Source: an optimization exercise on an open RTL-to-GDS flow (aim: small area and a short achievable clock period). Production flows keep margins and buffers that such runs may drop.
In this exercise RTL edits were held to simulation tests only and were not proved equivalent to the original.
Power and IR drop assume default switching activity.

## flow/design.v

```verilog
package core_pkg;
  localparam int DATA_W     = 32;
  localparam int REG_ADDR_W = 4;
  localparam int NUM_REGS   = 16;
  localparam int IMM_W      = 8;
  typedef enum logic [3:0] {
    OP_EOR = 4'b0001,
    OP_SUB = 4'b0010,
    OP_ADD = 4'b0100,
    OP_TST = 4'b1000,
    OP_TEQ = 4'b1001,
    OP_CMP = 4'b1010,
    OP_ORR = 4'b1100,
    OP_MOV = 4'b1101,
    OP_BIC = 4'b1110,
    OP_MVN = 4'b1111
  } alu_op_e;
  typedef enum logic [3:0] {
    COND_EQ, COND_NE, COND_CS, COND_CC,
    COND_MI, COND_PL, COND_VS, COND_VC,
    COND_HI, COND_LS, COND_GE, COND_LT,
    COND_GT, COND_LE, COND_AL, COND_NV
  } cond_e;
  typedef struct packed {
    logic n;
    logic z;
    logic c;
    logic v;
  } flags_t;
  typedef struct packed {
    logic                  valid;
    cond_e                 cond;
    alu_op_e               op;
    logic                  imm_sel;
    logic                  set_flags;
    logic                  writes_rd;
    logic [REG_ADDR_W-1:0] rn;
    logic [REG_ADDR_W-1:0] rd;
    logic [REG_ADDR_W-1:0] rm;
    logic [IMM_W-1:0]      imm;
  } decoded_t;
  typedef struct packed {
    logic                  valid;
    logic [REG_ADDR_W-1:0] addr;
    logic [DATA_W-1:0]     data;
  } wb_t;
endpackage
`timescale 1ns/1ps
module reg_file (
  input  logic                            clk,
  input  logic [core_pkg::REG_ADDR_W-1:0] rd_addr1_i,
  input  logic [core_pkg::REG_ADDR_W-1:0] rd_addr2_i,
  output logic [core_pkg::DATA_W-1:0]     rd_data1_o,
  output logic [core_pkg::DATA_W-1:0]     rd_data2_o,
  input  core_pkg::wb_t                   wb_i
);
  logic [core_pkg::DATA_W-1:0] regs [core_pkg::NUM_REGS];
  always_ff @(posedge clk) begin
    if (wb_i.valid) begin
      regs[wb_i.addr] <= wb_i.data;
    end
  end
  assign rd_data1_o = regs[rd_addr1_i];
  assign rd_data2_o = regs[rd_addr2_i];
endmodule
`timescale 1ns/1ps
module alu (
  input  core_pkg::alu_op_e           op_i,
  input  logic [core_pkg::DATA_W-1:0] op1_i,
  input  logic [core_pkg::DATA_W-1:0] op2_i,
  input  core_pkg::flags_t            flags_i,
  output logic [core_pkg::DATA_W-1:0] result_o,
  output core_pkg::flags_t            flags_o
);
  logic [core_pkg::DATA_W:0]   sum;
  logic [core_pkg::DATA_W:0]   diff;
  logic                        add_ovf;
  logic                        sub_ovf;
  assign sum     = {1'b0, op1_i} + {1'b0, op2_i};
  assign diff    = {1'b0, op1_i} + {1'b0, ~op2_i} + 1'b1;
  assign add_ovf = (op1_i[core_pkg::DATA_W-1] == op2_i[core_pkg::DATA_W-1]) &&
                   (sum[core_pkg::DATA_W-1] != op1_i[core_pkg::DATA_W-1]);
  assign sub_ovf = (op1_i[core_pkg::DATA_W-1] != op2_i[core_pkg::DATA_W-1]) &&
                   (diff[core_pkg::DATA_W-1] != op1_i[core_pkg::DATA_W-1]);
  always_comb begin
    flags_o.c = flags_i.c;
    flags_o.v = flags_i.v;
    case (op_i)
      core_pkg::OP_ADD: begin
        result_o  = sum[core_pkg::DATA_W-1:0];
        flags_o.c = sum[core_pkg::DATA_W];
        flags_o.v = add_ovf;
      end
      core_pkg::OP_SUB, core_pkg::OP_CMP: begin
        result_o  = diff[core_pkg::DATA_W-1:0];
        flags_o.c = diff[core_pkg::DATA_W];
        flags_o.v = sub_ovf;
      end
      core_pkg::OP_EOR, core_pkg::OP_TEQ: result_o = op1_i ^ op2_i;
      core_pkg::OP_TST: result_o = op1_i & op2_i;
      core_pkg::OP_ORR: result_o = op1_i | op2_i;
      core_pkg::OP_BIC: result_o = op1_i & ~op2_i;
      core_pkg::OP_MVN: result_o = ~op2_i;
      core_pkg::OP_MOV: result_o = op2_i;
      default: result_o = '0;
    endcase
    flags_o.n = result_o[core_pkg::DATA_W-1];
    flags_o.z = (result_o == '0);
  end
endmodule
`timescale 1ns/1ps
module flag_unit (
  input  logic             clk,
  input  logic             nreset,
  input  core_pkg::cond_e  cond_i,
  input  logic             update_i,
  input  core_pkg::flags_t flags_next_i,
  output core_pkg::flags_t flags_o,
  output logic             cond_pass_o
);
  core_pkg::flags_t flags_q;
  always_ff @(posedge clk) begin
    if (!nreset) begin
      flags_q <= '0;
    end else if (update_i) begin
      flags_q <= flags_next_i;
    end
  end
  assign flags_o = flags_q;
  always_comb begin
    case (cond_i)
      core_pkg::COND_EQ: cond_pass_o = flags_q.z;
      core_pkg::COND_NE: cond_pass_o = !flags_q.z;
      core_pkg::COND_CS: cond_pass_o = flags_q.c;
      core_pkg::COND_CC: cond_pass_o = !flags_q.c;
      core_pkg::COND_MI: cond_pass_o = flags_q.n;
      core_pkg::COND_PL: cond_pass_o = !flags_q.n;
      core_pkg::COND_VS: cond_pass_o = flags_q.v;
      core_pkg::COND_VC: cond_pass_o = !flags_q.v;
      core_pkg::COND_HI: cond_pass_o = flags_q.c && !flags_q.z;
      core_pkg::COND_LS: cond_pass_o = !flags_q.c || flags_q.z;
      core_pkg::COND_GE: cond_pass_o = (flags_q.n == flags_q.v);
      core_pkg::COND_LT: cond_pass_o = (flags_q.n != flags_q.v);
      core_pkg::COND_GT: cond_pass_o = !flags_q.z && (flags_q.n == flags_q.v);
      core_pkg::COND_LE: cond_pass_o = flags_q.z || (flags_q.n != flags_q.v);
      core_pkg::COND_AL: cond_pass_o = 1'b1;
      default: cond_pass_o = 1'b0;
    endcase
  end
endmodule
`timescale 1ns/1ps
module decode_stage (
  input  logic                            clk,
  input  logic                            nreset,
  input  logic                            instr_valid_i,
  input  logic [core_pkg::DATA_W-1:0]     instr_i,
  output core_pkg::decoded_t              dec_o,
  output logic [core_pkg::REG_ADDR_W-1:0] rd_addr1_o,
  output logic [core_pkg::REG_ADDR_W-1:0] rd_addr2_o
);
  core_pkg::decoded_t dec_d;
  core_pkg::decoded_t dec_q;
  logic               s_bit;
  assign s_bit = instr_i[20];
  always_comb begin
    dec_d.valid   = instr_valid_i;
    dec_d.cond    = core_pkg::cond_e'(instr_i[31:28]);
    dec_d.op      = core_pkg::alu_op_e'(instr_i[24:21]);
    dec_d.imm_sel = instr_i[25];
    dec_d.rn      = instr_i[19:16];
    dec_d.rd      = instr_i[15:12];
    dec_d.rm      = instr_i[3:0];
    dec_d.imm     = instr_i[core_pkg::IMM_W-1:0];
    case (dec_d.op)
      core_pkg::OP_TST, core_pkg::OP_TEQ, core_pkg::OP_CMP: begin
        dec_d.writes_rd = 1'b0;
        dec_d.set_flags = 1'b1;
      end
      core_pkg::OP_EOR, core_pkg::OP_SUB, core_pkg::OP_ADD, core_pkg::OP_ORR,
      core_pkg::OP_MOV, core_pkg::OP_BIC, core_pkg::OP_MVN: begin
        dec_d.writes_rd = 1'b1;
        dec_d.set_flags = s_bit;
      end
      default: begin
        dec_d.writes_rd = 1'b0;
        dec_d.set_flags = 1'b0;
      end
    endcase
  end
  always_ff @(posedge clk) begin
    if (instr_valid_i) begin
      dec_q <= dec_d;
    end
    if (!nreset) begin
      dec_q.valid <= 1'b0;
    end else begin
      dec_q.valid <= instr_valid_i;
    end
  end
  assign dec_o      = dec_q;
  assign rd_addr1_o = dec_q.rn;
  assign rd_addr2_o = dec_q.rm;
endmodule
`timescale 1ns/1ps
module execute_stage (
  input  logic                        clk,
  input  logic                        nreset,
  input  core_pkg::decoded_t          dec_i,
  input  logic [core_pkg::DATA_W-1:0] rd_data1_i,
  input  logic [core_pkg::DATA_W-1:0] rd_data2_i,
  input  core_pkg::flags_t            flags_i,
  input  logic                        cond_pass_i,
  output logic                        flag_update_o,
  output core_pkg::flags_t            flags_next_o,
  output core_pkg::cond_e             cond_o,
  output core_pkg::wb_t               wb_o
);
  logic [core_pkg::DATA_W-1:0] op1;
  logic [core_pkg::DATA_W-1:0] rm_val;
  logic [core_pkg::DATA_W-1:0] op2;
  logic [core_pkg::DATA_W-1:0] imm_ext;
  logic [core_pkg::DATA_W-1:0] alu_result;
  logic                        fwd1;
  logic                        fwd2;
  logic                        commit;
  core_pkg::wb_t               wb_q;
  assign fwd1    = wb_q.valid && (wb_q.addr == dec_i.rn);
  assign fwd2    = wb_q.valid && (wb_q.addr == dec_i.rm);
  assign op1     = fwd1 ? wb_q.data : rd_data1_i;
  assign rm_val  = fwd2 ? wb_q.data : rd_data2_i;
  assign imm_ext = {{(core_pkg::DATA_W-core_pkg::IMM_W){1'b0}}, dec_i.imm};
  assign op2     = dec_i.imm_sel ? imm_ext : rm_val;
  alu u_alu (
    .op_i     (dec_i.op),
    .op1_i    (op1),
    .op2_i    (op2),
    .flags_i  (flags_i),
    .result_o (alu_result),
    .flags_o  (flags_next_o)
  );
  assign cond_o        = dec_i.cond;
  assign commit        = dec_i.valid && cond_pass_i;
  assign flag_update_o = commit && dec_i.set_flags;
  always_ff @(posedge clk) begin
    wb_q.addr <= dec_i.rd;
    wb_q.data <= alu_result;
    if (!nreset) begin
      wb_q.valid <= 1'b0;
    end else begin
      wb_q.valid <= commit && dec_i.writes_rd;
    end
  end
  assign wb_o = wb_q;
endmodule
`timescale 1ns/1ps
module core_top (
  input  logic                        clk,
  input  logic                        nreset,
  input  logic                        instr_valid_i,
  input  logic [core_pkg::DATA_W-1:0] instr_i,
  output core_pkg::wb_t               wb_o,
  output core_pkg::flags_t            flags_o
);
  core_pkg::decoded_t                  dec;
  logic [core_pkg::REG_ADDR_W-1:0]     rd_addr1;
  logic [core_pkg::REG_ADDR_W-1:0]     rd_addr2;
  logic [core_pkg::DATA_W-1:0]         rd_data1;
  logic [core_pkg::DATA_W-1:0]         rd_data2;
  logic                                flag_update;
  core_pkg::flags_t                    flags_next;
  core_pkg::cond_e                     cond;
  logic                                cond_pass;
  decode_stage u_decode (
    .clk           (clk),
    .nreset        (nreset),
    .instr_valid_i (instr_valid_i),
    .instr_i       (instr_i),
    .dec_o         (dec),
    .rd_addr1_o    (rd_addr1),
    .rd_addr2_o    (rd_addr2)
  );
  reg_file u_reg_file (
    .clk        (clk),
    .rd_addr1_i (rd_addr1),
    .rd_addr2_i (rd_addr2),
    .rd_data1_o (rd_data1),
    .rd_data2_o (rd_data2),
    .wb_i       (wb_o)
  );
  execute_stage u_execute (
    .clk           (clk),
    .nreset        (nreset),
    .dec_i         (dec),
    .rd_data1_i    (rd_data1),
    .rd_data2_i    (rd_data2),
    .flags_i       (flags_o),
    .cond_pass_i   (cond_pass),
    .flag_update_o (flag_update),
    .flags_next_o  (flags_next),
    .cond_o        (cond),
    .wb_o          (wb_o)
  );
  flag_unit u_flag_unit (
    .clk          (clk),
    .nreset       (nreset),
    .cond_i       (cond),
    .update_i     (flag_update),
    .flags_next_i (flags_next),
    .flags_o      (flags_o),
    .cond_pass_o  (cond_pass)
  );
endmodule
`timescale 1ns/1ps
module dp_core (
  input  logic        clk,
  input  logic        nreset,
  input  logic        instr_valid_i,
  input  logic [31:0] instr_i,
  output logic        wb_valid_o,
  output logic [3:0]  wb_addr_o,
  output logic [31:0] wb_data_o,
  output logic [3:0]  flags_o
);
  core_pkg::wb_t    wb;
  core_pkg::flags_t flags;
  core_top u_core (
    .clk           (clk),
    .nreset        (nreset),
    .instr_valid_i (instr_valid_i),
    .instr_i       (instr_i),
    .wb_o          (wb),
    .flags_o       (flags)
  );
  assign wb_valid_o = wb.valid;
  assign wb_addr_o  = wb.addr;
  assign wb_data_o  = wb.data;
  assign flags_o    = {flags.n, flags.z, flags.c, flags.v};
endmodule
```

## flow/run.sh

```bash
#!/bin/bash
# synth_recipe.tcl (not shown) runs the flow's synth.tcl, then flattens the netlist and writes it again
# the make line also repeats each setting of config.mk as NAME=value (left out here)
make -C /OpenROAD-flow-scripts/flow DESIGN_CONFIG=/design/flow/config.mk WORK_HOME=/design/flow/orfs CLKGATE_MAP_FILE= SYNTH_SCRIPT=/design/flow/synth_recipe.tcl finish
```

## flow/config.mk

```make
export PLATFORM = sky130hd
export DESIGN_NAME = dp_core
export DESIGN_NICKNAME = dp_core
export VERILOG_FILES = /design/flow/design.v
export SDC_FILE = /design/flow/constraint.sdc
export NUM_CORES = 4
export LEC_CHECK = 0
export CAP_MARGIN = 20
export CORE_MARGIN = 2
export CORE_UTILIZATION = 40
export SLEW_MARGIN = 20
```

## flow/constraint.sdc

```tcl
create_clock -name core_clock -period 6.5 [get_ports {clk}]
set_input_delay 1.3000 -clock core_clock [delete_from_list [all_inputs] [get_ports {clk}]]
set_output_delay 1.3000 -clock core_clock [all_outputs]
set_load 0.01 [all_outputs]
```

==> key figures <==
Timing
  • Max Slew Vio Count: 0
  • Final hold vios: 0
  • Clock skew: 38.85 ps
  • Final setup violation count: 0
  • RSZ-0062 raised after global routing: false
  • Minimum clock period: 6251 ps
  • Measured slew at the worst slew-check pin: 1069 ps
  • Relative slew slack: 28.48%
  • Fin crit share: 96.17%
  • Achievable frequency: 160.0 MHz
  • Setup TNS: 0 ps
  • Final WS setup: 249.0 ps

Power and ir drop
  • Worst VDD drop: 223.8 uV
  • Comb pwr share: 27.0%
  • Sw Pwr: 3.892 mW
  • Seq pwr share: 41.5%
  • Clock share of power: 31.5%
  • Power Density: 311.6 nW/um^2
  • Leak pwr: 13.43 nW
  • Switch share: 32.40%
  • P_int: 8.120 mW
  • Pwr Total: 12.01 mW

CTS
  • Clk buf depth: 3
  • Post-CTS Setup Inserts: 0
  • Total CTS buffers: 66
  • Clk sinks: 589
  • # hold bufs at CTS: 0
  • Root buf cell: clkbuf_16
  • Htree depth: 3
  • CTS tree: done
  • Worst-Skew Late Latency: 620 ps
  • Clk slew on worst S/H paths: 60 ps

Route
  • DR vias: 23710
  • Router iterations before antenna repair: 6
  • Initial DRC count: 3003
  • Routed len/inst: 30.29 microns
  • DRC viols: 0
  • Vias per cell: 6.445
  • Drt total wl: 111500 microns
  • Final ANT Viol Nets: 0

Floorplanning
  • Core Area: 82110 sq um
  • Top-level port count: 76
  • DIE AREA: 85260 sq um
  • Die X: 292.0 microns
  • Initial Utilization: 40.40%
  • Die H: 292.0 microns
  • Rows: 105

Synthesis
  • Post-synth top area share: 48.79%
  • Async SR Flop Fraction: 0%
  • Post-synth EDFFs: 539
  • Synth cell count leaders: 539 x edfxtp_1, 285 x mux4_2, 156 x nand2_1
  • Most common cell in the netlist: edfxtp_1
  • Top cells by area, synth: edfxtp_1 49%, mux4_2 19%, ha_1 3.9%, dfxtp_1 3.0%, a21oi_1 1.8%
  • Main synth FF type: edfxtp_1
  • Avg Cell Area, Syn: 13.95 sq um
  • Syn Std Cell Area: 33170 sq um
  • Area leader, netlist: edfxtp_1
  • Sequential fraction of the synthesis area: 51.81%
  • Post-synthesis net count: 2518
  • Synthesis Warnings: 5
  • Syn Inst Count: 2378
  • Register bit count reported by yosys: 589
  • Synth unique cells: 92

Flow run
  • Max_cap viols: 0

Worst setup path
  • Setup CP Type: reg2reg
  • Worst EP required: 7060 ps
  • Critical Path AT: 6810 ps
  • Setup crit end kind: flop
  • Startpoint Class: flop
  • Crit-path max FO: 29

Placement
  • Place WS: -5.556 ps
  • Port Buffers: 69
  • GP Congestion: 1.019
  • Cell area after placement: 36210 sq um
  • DP HPWL: 75080 microns

Cells and area
  • Fill cells: 7090
  • Design area: 38550 sq um
  • Area Overhead vs Synth: 16.20%
  • Ratio of cells with drive above 1 in the final layout: 25.82%
  • Nets: 2697
  • Post-route core utilization: 46.95%

GRT
  • All-layer global routing usage: 25.80%
  • Vias in the first global route: 23660
  • Antenna violations before repair: 3
  • Global route overflow: 0
  • Largest net degree at the start of global routing: 45
  • Global-route wire length before repair: 160900 microns

Status
  • Outcome: complete, no violations

Hold path
  • Hold Path Class: reg2reg
==> flip-flops by register name, indices dropped and copies added (netlist names), named ones only <==
signal                      flops
u_core.u_execute.wb_q          37
u_core.u_flag_unit.flags_q      4
u_core.u_reg_file.regs        512
u_core.u_decode.dec_q          28
==> critical path, stage by stage (launching register included) <==
cell and delay [ps]:
dfxtp_4 530, buf_4 470, mux4_2 380, a22o_1 260, nor2_1 370, o21ai_0 200
buf_4 170, nand2_1 130, ha_1 360, a21oi_1 330, o21ai_0 240, nor2_1 390
a2111o_1 300, a31oi_1 130, and3_1 210, a211o_1 310, a221o_1 400, or4b_1 550
nor4_2 150, buf_4 160, a31o_1 130
==> through the flow <==
step / std cells / hold WS (ps)
detailed placement: 3557 / 330.6
global placement: 3557 / 326.4
CTS: 3675 / 346.3
global route: 3677 / 359.8
floorplan: 2378 / 323.3
finish: 3679 / 342.4
==> path summary, 6_finish.rpt <==
check / start / to / slack [ps] / depth (start not counted)
max: flop / u_core.u_flag_unit.flags_q[2] / 250 / 20
min: u_core.u_decode.dec_q[13] / u_core.u_execute.wb_q[33] / 340 / 0
max reg2reg: flop / u_core.u_flag_unit.flags_q[2] / 250 / 20
min reg2reg: u_core.u_decode.dec_q[13] / u_core.u_execute.wb_q[33] / 340 / 0
==> repair_timing <==
| action | in CTS | in global routing |
|---|---|---|
| gates cloned | 0 | 2 |
| resized for setup | 1 | 23 |
| endpoints found under the setup margin | 1 | 2 |
==> per-layer routing <==
layer  global-route usage [%]  vias up  part of all wire [%]
li1                         -     9971                     -
met1                    34.63    12200                    39
met2                    41.82     1335                    47
met3                    4.734      207                   9.6
met4                    9.819        0                   3.8
met5                        0        -                     0
==> logic make-up (layout without fill, tap and decap cells) <==
family / after synthesis / in the layout / synth area share [%]
flops: 589 / 589 / 51.81
compound gates: 534 / 534 / 11.17
simple gates: 503 / 503 / 7.381
mux: 346 / 346 / 21.29
buf+inv: 268 / 497 / 3.474
fa+ha+maj: 105 / 105 / 4.005
xor+xnor: 33 / 33 / 0.8712
other cells: 0 / 2 / 0
==> placed cells by master, fill, tap and decap left out, types with 44 or more instances in the layout <==
cell and n:
edfxtp_1 539, clkbuf_16 69, clkdlybuf4s50_1 68, nor2_1 106, a21oi_1 117, buf_4 192, dfxtp_1 44, mux4_2 285
ha_1 102, inv_1 101, a22oi_1 55, o21ai_0 81, nand2_1 156
==> layout make-up <==
type	instances	area, sq um	area share, %
inverters	105	394.1	1.022
repair buffers	274	2377	6.167
multi-input cells	1521	15060	39.07
flip-flops and latches	589	17200	44.63
clock buffers	79	1722	4.466
clock inverters	39	447.9	1.162
diodes	2	5.005	0.01298
well taps	1070	1339	3.473
==> power by group through the flow <==
| stage | clock, mW | sequential [mW] | combinational, mW |
|---|---|---|---|
| final | 3.79 | 4.98 | 3.24 |
| after global routing | 3.99 | 5.00 | 3.45 |
| after CTS | 3.85 | 4.97 | 3.15 |
| after detailed placement | 0 | 5.04 | 3.13 |
| after global placement | 0 | 5.02 | 3.10 |
| after floorplan | 0 | 4.94 | 1.78 |

port drivers added, routing unchanged:
How much do the figures lean on ideal ports? The routed layout below was timed once more, with nothing changed but the port constraints.
Step 1 assumes that a clkbuf_16 drives the clock port and a buf_2 every other input.
Step 2 moves the port delays by t, midway between the first and last clock arrival at a register: inputs arrive t later, outputs are due t later. That takes back most of the time a late clock gives input paths.
Slacks: no drivers / after step 1 / after step 2; pairs: no drivers / after step 1.
t, ns: 0.665
setup slack, ns: 0.249 / 0.249 / 0.249
worst setup path at the end: register to register
After both steps setup and hold are still met in this run. For this run, drivers alone change the setup slack by 0.000 ns; drivers and shift together by 0.000 ns.
